From an optimization exercise on the open Yosys and OpenROAD flow, aimed at small area, a short achievable clock period and few clock cycles; shortcuts taken in it are not production practice.
Only simulation tests tie the RTL to the original design; equivalence was not proved.
Power and IR drop assume default switching activity.

Design flexka, start of the top module:
module flexka (
  input  logic        clk,
  input  logic        rstn,
  input  logic        cmd_valid,
  input  logic [2:0]  cmd,
  input  logic [15:0] cmd_data,
  output logic [1:0]  flexka_state,
  output logic [15:0] out_data,
  output logic [31:0] elapsed_cycles
);
For scale: ~2,900 cells after synthesis, ~790 flip-flops, ~72 I/O pins, about 38,000 um2 of cells after synthesis.
make LEC_CHECK=0 ABC_CLOCK_PERIOD_IN_PS=2800 CAP_MARGIN=20 CORE_MARGIN=2 CORE_UTILIZATION=40 CTS_BUF_LIST='sky130_fd_sc_hd__clkbuf_4 sky130_fd_sc_hd__clkbuf_8' SETUP_SLACK_MARGIN=5 SLEW_MARGIN=20 finish   # period 8.0 ns
run.sh (not shown) runs the stock make flow with config.mk's settings and CLKGATE_MAP_FILE= SYNTH_SCRIPT=/design/flow/synth_recipe.tcl, a recipe that flattens the netlist after the stock synthesis.
The starting point completed with no timing, DRC or antenna violations.
Testbench counts at the start, summed over its fixed seeds: cycles 14,268.
Rerun with:
Settings changed: CTS_BUF_LIST sky130_fd_sc_hd__clkbuf_4 sky130_fd_sc_hd__clkbuf_8 to unset.
Effect: Utilization barely changes. Worst setup slack improved by 0.0096 ns. Sequential share of layout area stays flat. Die area is unchanged. Synthesized area is unchanged.
Rerun with:
Settings changed: ABC_CLOCK_PERIOD_IN_PS 2800 to unset, CTS_BUF_LIST set to sky130_fd_sc_hd__clkbuf_4 sky130_fd_sc_hd__clkbuf_8.
Result:
- die area stays the same
- routed wire length fell by 0.52%
- hold slack stays flat
- setup slack gets worse by 0.0096 ns
- power falls by 0.92%
- critical path depth falls by 1
- design area is about the same
- final cell count increases by 1.9%
Rerun with:
Settings changed: CTS_BUF_LIST sky130_fd_sc_hd__clkbuf_4 sky130_fd_sc_hd__clkbuf_8 to unset, SETUP_SLACK_MARGIN 5 to unset.
Result: Design area decreases by a few percent. Maximum frequency decreases by a quarter to a third. Die area is unchanged.

---

run 1:
flexka, a different RTL version from the one above (not shown whole).
For scale: roughly 2800 cells after synthesis, roughly 790 flip-flops, ~38000 sq um of cells after synthesis.
make LEC_CHECK=0 CAP_MARGIN=20 CORE_MARGIN=2 CORE_UTILIZATION=40 CTS_CLUSTER_DIAMETER=60 CTS_CLUSTER_SIZE=20 SETUP_SLACK_MARGIN=5 SLEW_MARGIN=20 finish   # period 8.0 ns
Testbench counts of run 1, summed over its fixed seeds: cycles 14,268.
Inputs modified between run 1 and run 2:
--- a/flow/config.mk
+++ b/flow/config.mk
@@ -10,4 +10,4 @@
 export CORE_UTILIZATION = 40
-export CTS_CLUSTER_DIAMETER = 60
-export CTS_CLUSTER_SIZE = 20
+export CTS_CLUSTER_DIAMETER = 90
+export CTS_CLUSTER_SIZE = 24
 export SETUP_SLACK_MARGIN = 5
--- outcome ---
- Run 2 went all the way through the flow, and no timing, DRC or antenna check failed.
- Via count delta for run 2 relative to run 1: 232 lower
- Changes observed in run 2 relative to run 1: pin slew with the least headroom to its limit decreased by 0.035 ns relative to the old numbers, non-clock buffer count went up by 11%, met3 usage fell 0.54 points, post-route total power shows a reduction of 0.00096 W.
- As of run 2, first-iteration DRC count had risen by a few percent compared to run 1.
- The count of clock-buffer cells in the layout in run 1 is 1.3 times that in run 2.
Changes in run 3 relative to run 2:
--- a/flow/config.mk
+++ b/flow/config.mk
@@ -7,2 +7,3 @@
 export LEC_CHECK = 0
+export ABC_CLOCK_PERIOD_IN_PS = 2800
 export CAP_MARGIN = 20
@@ -10,4 +11,2 @@
 export CORE_UTILIZATION = 40
-export CTS_CLUSTER_DIAMETER = 90
-export CTS_CLUSTER_SIZE = 24
 export SETUP_SLACK_MARGIN = 5
==> comparison <==
Run 3 closes out successfully: all stages finished, all timing, DRC and antenna checks passed.
Est. power | run 3 vs run 2 | run 3 higher
On run 3: global-route usage is 0.48 points higher than what run 2 gave.
In the final reports, the cell area of run 3 is larger than that of run 2.
Between run 2 and run 3, the flow reports maximum frequency increasing slightly.

---

== build 26 ==
Another version of the RTL of flexka (not shown whole).
Size: roughly 2800 cells after synthesis, roughly 0.036 sq mm of cells after synthesis.
==> flow/design.v (excerpt) <==
module flexka (
  input  logic        clk,
  input  logic        rstn,
  input  logic        cmd_valid,
  input  logic [2:0]  cmd,
  input  logic [15:0] cmd_data,
  output logic [1:0]  flexka_state,
  output logic [15:0] out_data,
  output logic [31:0] elapsed_cycles
);
  localparam logic [2:0] C_SIZE_A = 3'd1, C_SIZE_B = 3'd2, C_DATA_A = 3'd3,
                         C_DATA_B = 3'd4, C_OUTADDR = 3'd5, C_START = 3'd6;
  localparam int AW = 36;
  function automatic logic [63:0] csa32(input logic [31:0] x, y, z);
    csa32 = {((x & y) | (x & z) | (y & z)) << 1, x ^ y ^ z};
  endfunction
  function automatic logic [2*AW-1:0] csaw(input logic [AW-1:0] x, y, z);
    csaw = {((x & y) | (x & z) | (y & z)) << 1, x ^ y ^ z};
  endfunction
  logic [15:0] mem_a [8];
  logic [15:0] mem_b [8];
  logic [2:0]  ptr_a, ptr_b;
  logic [2:0]  na1, nb1;   
  logic start;
  assign start = cmd_valid && cmd == C_START && !flexka_state[0];
  always_ff @(posedge clk) begin
    if (!rstn) begin
      ptr_a <= '0;
      ptr_b <= '0;
    end else if (cmd_valid) begin
      case (cmd)
        C_SIZE_A: ptr_a <= '0;
        C_SIZE_B: ptr_b <= '0;
        C_DATA_A: ptr_a <= ptr_a + 3'd1;
        C_DATA_B: ptr_b <= ptr_b + 3'd1;
        default: ;
      endcase
    end
  end
  always_ff @(posedge clk) begin
    if (cmd_valid && cmd == C_SIZE_A) na1 <= cmd_data[2:0] - 3'd1;
    if (cmd_valid && cmd == C_SIZE_B) nb1 <= cmd_data[2:0] - 3'd1;
    for (int k = 0; k < 8; k++) begin
      if (cmd_valid && cmd == C_DATA_A && ptr_a == 3'(k)) mem_a[k] <= cmd_data;
      if (cmd_valid && cmd == C_DATA_B && ptr_b == 3'(k)) mem_b[k] <= cmd_data;
    end
  end
  logic        act, a_first;
  logic [2:0]  ci, cj, ci0, cj0;
  logic [15:0] opa, opb;
  logic        ce, last;
  logic [2:0]  ni, nj, ni0, nj0;
  assign ce   = (ci == na1) || (cj == 3'd0);
  assign last = ce && (ci0 == na1) && (cj0 == nb1);
  always_comb begin
    ni = '0; nj = '0; ni0 = '0; nj0 = '0;
    if (act && !last) begin
      if (!ce) begin
        ni = ci + 3'd1; nj = cj - 3'd1; ni0 = ci0; nj0 = cj0;
      end else if (cj0 != nb1) begin
        ni = ci0; nj = cj0 + 3'd1; ni0 = ci0; nj0 = cj0 + 3'd1;
      end else begin
  ...
export LEC_CHECK = 0
export CAP_MARGIN = 20
export CORE_MARGIN = 2
export CORE_UTILIZATION = 40
export CTS_BUF_LIST = sky130_fd_sc_hd__clkbuf_8 sky130_fd_sc_hd__clkbuf_16
export CTS_CLUSTER_DIAMETER = 90
export CTS_CLUSTER_SIZE = 24
export SETUP_SLACK_MARGIN = 5
export SLEW_MARGIN = 20
create_clock -name core_clock -period 8.0 [get_ports {clk}]
Testbench counts of build 26, summed over its fixed seeds: cycles 14,076.
Input-level comparison between build 41 and build 26:
# build 26
export LEC_CHECK = 0
export CAP_MARGIN = 20
export CORE_MARGIN = 2
export CORE_UTILIZATION = 40
export CTS_BUF_LIST = sky130_fd_sc_hd__clkbuf_8 sky130_fd_sc_hd__clkbuf_16
export CTS_CLUSTER_DIAMETER = 90
export CTS_CLUSTER_SIZE = 24
export SETUP_SLACK_MARGIN = 5
export SLEW_MARGIN = 20
create_clock -name core_clock -period 8.0 [get_ports {clk}]
# build 41
export LEC_CHECK = 0
export ABC_AREA = 1
export CAP_MARGIN = 20
export CORE_MARGIN = 2
export CORE_UTILIZATION = 40
export CTS_CLUSTER_DIAMETER = 90
export CTS_CLUSTER_SIZE = 24
export SETUP_SLACK_MARGIN = 5
export SLEW_MARGIN = 20
create_clock -name core_clock -period 8.0 [get_ports {clk}]
Results
- Having completed the whole flow, build 41 delivered a layout that passed the timing, design-rule and antenna checks.
- Comparing build 41 and build 26, aggregate global-route resource usage is higher on build 41.
- Going from build 26 to build 41, portion of the clock cycle consumed by the worst path in the final layout grows by 0.23 points.
- Side by side, synthesized area turned out higher in build 41 than in build 26.
- Re worst slack on hold paths: build 41 is 0.0067 ns down on build 26.
- Per the comparison of build 41 with build 26, post-place instance area moved up, final design area excluding fillers moved up, post-layout worst setup margin moved down.
Input-level comparison between build 12 and build 41:
# build 41
export LEC_CHECK = 0
export ABC_AREA = 1
export CAP_MARGIN = 20
export CORE_MARGIN = 2
export CORE_UTILIZATION = 40
export CTS_CLUSTER_DIAMETER = 90
export CTS_CLUSTER_SIZE = 24
export SETUP_SLACK_MARGIN = 5
export SLEW_MARGIN = 20
create_clock -name core_clock -period 8.0 [get_ports {clk}]
# build 12
export LEC_CHECK = 0
export CAP_MARGIN = 20
export CORE_MARGIN = 2
export CORE_UTILIZATION = 55
export CTS_CLUSTER_DIAMETER = 90
export CTS_CLUSTER_SIZE = 24
export SETUP_SLACK_MARGIN = 5
export SLEW_MARGIN = 20
create_clock -name core_clock -period 8.0 [get_ports {clk}]
Findings:
Build 12 vs. build 41: sequential share of layout area +2.1 points, horizontal extent of the die has decreased, static power due to leakage now smaller, synthesized cell count now sits lower. Cmp build 12 vs build 41: largest net degree at the start of global routing lower in build 12. Portion of the layout cell area used by non-clock buffers: build 41 and build 12 compared, lower one is build 41. Build 12 vs build 41: final critical-path share of the clock period up. Build 12 vs. build 41: number of instances in the placed design shows a reduction of 1139, adder and majority cell fraction of the synthesized area rose by 0.83 points.
Inputs modified between build 12 and build 1:
# build 12
export LEC_CHECK = 0
export CAP_MARGIN = 20
export CORE_MARGIN = 2
export CORE_UTILIZATION = 55
export CTS_CLUSTER_DIAMETER = 90
export CTS_CLUSTER_SIZE = 24
export SETUP_SLACK_MARGIN = 5
export SLEW_MARGIN = 20
create_clock -name core_clock -period 8.0 [get_ports {clk}]
# build 1
export LEC_CHECK = 0
export CAP_MARGIN = 20
export CORE_MARGIN = 2
export CORE_UTILIZATION = 40
export CTS_CLUSTER_DIAMETER = 90
export CTS_CLUSTER_SIZE = 24
export SETUP_SLACK_MARGIN = 5
export SLEW_MARGIN = 20
create_clock -name core_clock -period 8.0 [get_ports {clk}]
Findings:
out_q[0] as the critical path endpoint was reported by build 12, and br[0][18] by build 1.
Build 1 finished every stage and its layout cleared the timing, design-rule and antenna checks.
Sort build 12 and build 1 by worst setup skew after layout, descending, and build 1 comes first.
Build 1 -> build 12: sum of negative setup slack delta 0, exact match
Build 1 against build 12: worst hold slack rose by 0.0048 ns, clock power climbed about 2%.
Per the comparison of build 1 with build 12, total number of cells along the worst setup path -2, design area +0.77%, fraction of met2 tracks used by global routing -12 points, die height +about 17%.

---

Setup of v6:
Another version of the RTL of flexka (not shown whole).
For scale: ~44000 µm² of cells after synthesis.
make LEC_CHECK=0 CAP_MARGIN=20 CORE_MARGIN=2 CORE_UTILIZATION=40 CTS_CLUSTER_DIAMETER=100 CTS_CLUSTER_SIZE=28 PLACE_DENSITY=0.45 SETUP_SLACK_MARGIN=5 SLEW_MARGIN=20 finish   # period 8.0 ns
Testbench counts of v6, summed over its fixed seeds: cycles 10,206.
diff inputs: v6 => v7
# v6
export LEC_CHECK = 0
export CAP_MARGIN = 20
export CORE_MARGIN = 2
export CORE_UTILIZATION = 40
export CTS_CLUSTER_DIAMETER = 100
export CTS_CLUSTER_SIZE = 28
export PLACE_DENSITY = 0.45
export SETUP_SLACK_MARGIN = 5
export SLEW_MARGIN = 20
create_clock -name core_clock -period 8.0 [get_ports {clk}]
# v7
export LEC_CHECK = 0
export CAP_MARGIN = 20
export CORE_MARGIN = 2
export CORE_UTILIZATION = 40
export CTS_CLUSTER_DIAMETER = 90
export CTS_CLUSTER_SIZE = 24
export PLACE_DENSITY = 0.45
export SETUP_SLACK_MARGIN = 5
export SLEW_MARGIN = 20
create_clock -name core_clock -period 8.0 [get_ports {clk}]
- ~same number of non-filler instances in the completed layout in v7 and v6
- v6 and v7 ended up with roughly the same overall global routing resource usage.
- v7: critical path depth 3 below v6
- In terms of power in sequential cells, v6 and v7 differ only marginally.
- When v7 is set beside v6, its clock share of power turns out to be 0.9 points larger.
- v7: no failed stages, no open violations at the end
- v7 vs v6 on fmax: v7 is the higher one.
- Actual slew at the worst max-slew pin came out higher on v7 than on v6.
- v6 -> v7: final area flat

---

== the baseline ==
Another version of the RTL of flexka (not shown whole).
Size in the first run: about 4,000 cells after synthesis, ~72 I/O pins, about 47,000 um^2 of cells after synthesis.
clock: 8.0 ns
lec_check: 0
cap_margin: 20
core_margin: 2
core_utilization: 40
cts_cluster_diameter: 80
cts_cluster_size: 20
setup_slack_margin: 5
slew_margin: 20
Testbench counts of the baseline, summed over its fixed seeds: cycles 10,014.
Input changes introduced in the candidate (baseline for comparison: the baseline):
diff --git a/flow/config.mk b/flow/config.mk
--- a/flow/config.mk
+++ b/flow/config.mk
@@ -9,6 +9,6 @@
 export CORE_MARGIN = 2
 export CORE_UTILIZATION = 40
-export CTS_CLUSTER_DIAMETER = 80
-export CTS_CLUSTER_SIZE = 20
+export CTS_CLUSTER_DIAMETER = 90
+export CTS_CLUSTER_SIZE = 24
 export SETUP_SLACK_MARGIN = 5
 export SLEW_MARGIN = 20
Notes after the runs:
Every run in the comparison, the candidate and the baseline, completed the flow with a clean layout.
Of the candidate and the baseline, the run reporting the lower combinational group share of total power was the baseline.
[compare] base=the baseline new=the candidate: number of flops mapped to enable cells by yosys saw little to no change; register-to-register slack +0.04 ns.

## afterwards: timing with drivers on the ports
Ports are ideal in the flow. The routed layouts listed here were re-timed in OpenROAD. Step 1 sets driving cells, clkbuf_16 on the clock port and buf_2 on the other inputs (assumed; they add their load-dependent delay and slew). Step 2 moves the port delays by t, midway between the first and last clock arrival at a register: inputs arrive t later, outputs are due t later. That takes back most of the time a late clock gives input paths. Three values: ideal, step 1, step 2; two values: the first two.
run	t, ns	setup WS [ns]	worst register clock-pin slew, ns	pins driven straight from the clock port
the first run of note 1	0.847	5.003 / 5.013 / 4.199	0.07 / 0.07	1
the second run of note 1	0.718	5.012 / 5.031 / 4.332	0.07 / 0.07	1
the third run of note 1	0.847	5.003 / 5.013 / 4.199	0.07 / 0.07	1
the fourth run of note 1	0.707	4.059 / 4.059 / 3.787	0.07 / 0.07	1
run 1	0.673	4.981 / 5.015 / 4.341	0.09 / 0.09	1
run 2	0.668	4.998 / 4.998 / 4.466	0.10 / 0.10	1
run 3	0.714	5.013 / 5.000 / 4.332	0.07 / 0.07	1
build 26	0.657	5.047 / 5.026 / 4.422	0.10 / 0.10	1
build 41	0.671	5.029 / 5.032 / 4.371	0.10 / 0.10	1
build 12	0.656	4.918 / 4.918 / 4.419	0.10 / 0.10	1
build 1	0.659	5.045 / 5.026 / 4.420	0.10 / 0.10	1
v6	0.714	4.966 / 4.966 / 4.464	0.12 / 0.12	1
v7	0.717	4.985 / 4.985 / 4.447	0.10 / 0.10	1
the baseline	0.757	4.910 / 4.910 / 4.324	0.09 / 0.09	1
the candidate	0.739	4.953 / 4.953 / 4.392	0.10 / 0.10	1
After both steps every run listed still meets setup and hold.
